Source: an optimization exercise on an open RTL-to-GDS flow (aim: small area, a short achievable clock period and few clock cycles per item). Production flows keep margins and buffers that such runs may drop. Only simulation tests tie the RTL to the original design; equivalence was not proved.

==> flow/design.v (excerpt) <==
module rational_fraction_alu (
    input  logic        clk,
    input  logic        rst_n,
    input  logic        in_valid,
    output logic        in_stall,
    input  logic [2:0]  in_op,
    input  logic [15:0] in_num_a,
    input  logic [15:0] in_den_a,
    input  logic [15:0] in_num_b,
    input  logic [15:0] in_den_b,
    output logic        out_valid,
    input  logic        out_stall,
    output logic [32:0] out_num,
    output logic [30:0] out_den,
    output logic        out_less,
    output logic        out_equal,
    output logic        out_fault
);
Size in the first run: roughly 3,500 cells after synthesis, about 240 flip-flops, roughly 140 I/O pins, about 31,000 sq um of cells after synthesis.
==> flow/config.mk <==
export PLATFORM = sky130hd
export DESIGN_NAME = rational_fraction_alu
export DESIGN_NICKNAME = rational_fraction_alu
export VERILOG_FILES = /design/flow/design.v
export SDC_FILE = /design/flow/constraint.sdc
export NUM_CORES = 4
export LEC_CHECK = 0
export CAP_MARGIN = 20
export CORE_MARGIN = 2
export CORE_UTILIZATION = 40
export PLACE_DENSITY = 0.6
export SETUP_SLACK_MARGIN = 5
export SLEW_MARGIN = 20
==> flow/constraint.sdc <==
create_clock -name core_clock -period 10.0 [get_ports {clk}]
set_input_delay 2.0000 -clock core_clock [delete_from_list [all_inputs] [get_ports {clk}]]
set_output_delay 2.0000 -clock core_clock [all_outputs]
set_load 0.01 [all_outputs]
run.sh (not shown) runs the stock make flow with config.mk's settings and CLKGATE_MAP_FILE= SYNTH_SCRIPT=/design/flow/synth_recipe.tcl, a recipe that flattens the netlist after the stock synthesis.
The starting point ran to the end with no violations.
Testbench counts at the start, summed over its fixed seeds: cycles 70,941, items 4,800.
Change:
--- a/flow/design.v
+++ b/flow/design.v
@@ -232,22 +232,18 @@
     always_ff @(posedge clk)
         comb_mode <= (state == S_MUL3) && !muldiv_r;
     logic [U_W:0]     d_uv, d_vu;
     logic [NUM_W-1:0] sum0;
     logic [30:0]      sum1;
     logic             u_ge_v, u_eq_v, u_zero;
-    rfa_sub2 #(.W(U_W + 1)) u_sub (
-        .a    ({ue, u}),
-        .b    ({ve, v}),
-        .d_ab (d_uv),
-        .d_ba (d_vu)
-    );
     always_comb
     begin
         ue     = comb_mode & u[U_W-1];
         ve     = comb_mode & v[V_W-1];
+        d_uv   = {ue, u} - {ve, v};
+        d_vu   = {ve, v} - {ue, u};
         u_ge_v = !d_uv[U_W];
         u_eq_v = (u == v);
         u_zero = (u == '0);
         sum0   = m00 + m01;
         sum1   = m10[30:0] + m11;
     end
@@ -270,13 +266,13 @@
         v_odd     = v[0];
         both_even = !u_odd && !v_odd && !comb_mode;
         u_even    = !u_odd && v_odd && !comb_mode;
         v_even    = u_odd && !v_odd && !comb_mode;
         sub_u     = (u_odd && v_odd || comb_mode) && u_ge_v;
         sub_v     = (u_odd && v_odd || comb_mode) && !u_ge_v;
-        t_low     = d_uv[SH:0];
+        t_low     = u[SH:0] - v[SH:0];
         sh_u      = tz(u[SH:0]);
         sh_v      = tz(v[SH:0]);
         sh_t      = comb_mode ? '0 : tz(t_low);
         sh_c      = (sh_u < sh_v) ? sh_u : sh_v;
         shu = both_even ? sh_c : u_even ? sh_u : sub_u ? sh_t : '0;
         shv = both_even ? sh_c : v_even ? sh_v : sub_v ? sh_t : '0;
@@ -434,49 +430,12 @@
     assign d1 = fa_c(b1, a2, b2);
     assign e0 = fa_s(c0, d0, c1);
     assign f0 = fa_c(c0, d0, c1);
     assign s  = fa_s(e0, f0, d1);
     assign c  = fa_c(e0, f0, d1);
 endmodule
-module rfa_sub2 #(
-    parameter int W = 33
-) (
-    input  logic [W-1:0] a,
-    input  logic [W-1:0] b,
-    output logic [W-1:0] d_ab,
-    output logic [W-1:0] d_ba
-);
-    localparam int L = $clog2(W);
-    logic [W-1:0] g [0:L];
-    logic [W-1:0] p [0:L];
-    logic [W-1:0] p0;
-    assign p0   = a ^ ~b;
-    assign g[0] = a & ~b;
-    assign p[0] = p0;
-    for (genvar l = 0; l < L; l++)
-    begin : g_lvl
-        for (genvar i = 0; i < W; i++)
-        begin : g_bit
-            if (i >= (1 << l))
-            begin : g_node
-                assign g[l+1][i] = g[l][i] | (p[l][i] & g[l][i-(1<<l)]);
-                assign p[l+1][i] = p[l][i] & p[l][i-(1<<l)];
-            end
-            else
-            begin : g_pass
-                assign g[l+1][i] = g[l][i];
-                assign p[l+1][i] = p[l][i];
-            end
-        end
-    end
-    logic [W-1:0] c0, c1;
-    assign c0 = {g[L][W-2:0], 1'b0};
-    assign c1 = {g[L][W-2:0] | p[L][W-2:0], 1'b1};
-    assign d_ab = p0 ^ c1;
-    assign d_ba = ~(p0 ^ c0);
-endmodule
 module rational_fraction_alu (
     input  logic        clk,
     input  logic        rst_n,
     input  logic        in_valid,
     output logic        in_stall,
     input  logic [2:0]  in_op,
What happened: Worst hold slack is better by 63 ps. Flip-flop and latch count stays the same. Fmax decreases by a few percent. Core utilization drops by 0.20 points. Synthesized area is higher by a few percent. First-iteration DRC count goes up by roughly a tenth. Cell area rose by a few percent. Non-clock buffer count fell by 32. Die area came out higher by a few percent. Wire length is higher by a few percent. Sequential share of layout area drops by 0.57 points. Setup slack degrades by 130 ps.
Testbench counts after the change, summed over its fixed seeds: cycles 70,941, items 4,800.

* * *

## main
Another version of the RTL of rational_fraction_alu (not shown whole).
For scale: about 3900 cells after synthesis, ~240 flip-flops, ~0.031 mm^2 of cells after synthesis.
clock: 10.0 ns
lec_check: 0
cap_margin: 20
core_margin: 2
core_utilization: 40
place_density: 0.6
setup_slack_margin: 5
slew_margin: 20
Testbench counts of main, summed over its fixed seeds: cycles 68,636, items 4,800.
> inputs changed (main -> the feature branch)
--- a/flow/design.v
+++ b/flow/design.v
@@ -4,5 +4,5 @@
     localparam int NUM_W = 33;      
     localparam int DEN_W = 32;      
-    localparam int SH    = 4;       
+    localparam int SH    = 3;       
     localparam logic [2:0] OP_ADD = 3'd0;
     localparam logic [2:0] OP_SUB = 3'd1;
Findings:
The feature branch reports its startpoint of the worst setup timing path as u_datapath.u[19]$_DFFE_PP_ while main reports u_datapath.u[8]$_DFFE_PP_. When the feature branch is set beside main, its global routing met2 resource utilization turns out to be 1.1 points smaller. Measured against main, the final cell count of the feature branch comes out at 0.939 times the reference value. Compared with main, the feature branch shows netlist area before placement that has gone down by a few percent. main has higher met1 track demand over resource than the feature branch. Post-cts gate resize count (higher): the feature branch.
Testbench counts of the feature branch, summed over its fixed seeds: cycles 72,118, items 4,800.

[port drivers added, routing unchanged]
The flow's constraints put no driver on any port. The routed layouts listed below were extracted and timed again, unchanged, in two steps.
Step 1 assumes that a clkbuf_16 drives the clock port and a buf_2 every other input.
Step 2 adds t to the input delays and takes it off the output delays; t is the mean of the earliest and latest rising clock arrival at the registers after step 1. Input paths then give back, and output paths get back, about the clock's delay inside the block.
a / b / c = ideal / step 1 / step 2; a / b = the first two.
run	t, ns	setup slack, ns	worst hold slack (ns)
the first run of note 1	0.655	5.065 / 5.004 / 4.640	0.598 / 0.598 / 0.598
the second run of note 1	0.670	4.934 / 4.873 / 4.520	0.661 / 0.661 / 0.661
main	0.676	5.046 / 4.983 / 4.598	0.621 / 0.621 / 0.621
the feature branch	0.667	5.043 / 4.974 / 4.588	0.588 / 0.587 / 0.587
After both steps setup and hold are still met in every run listed. For the feature branch, which loses most, drivers alone change the setup slack by -0.069 ns; drivers and shift together by -0.455 ns.
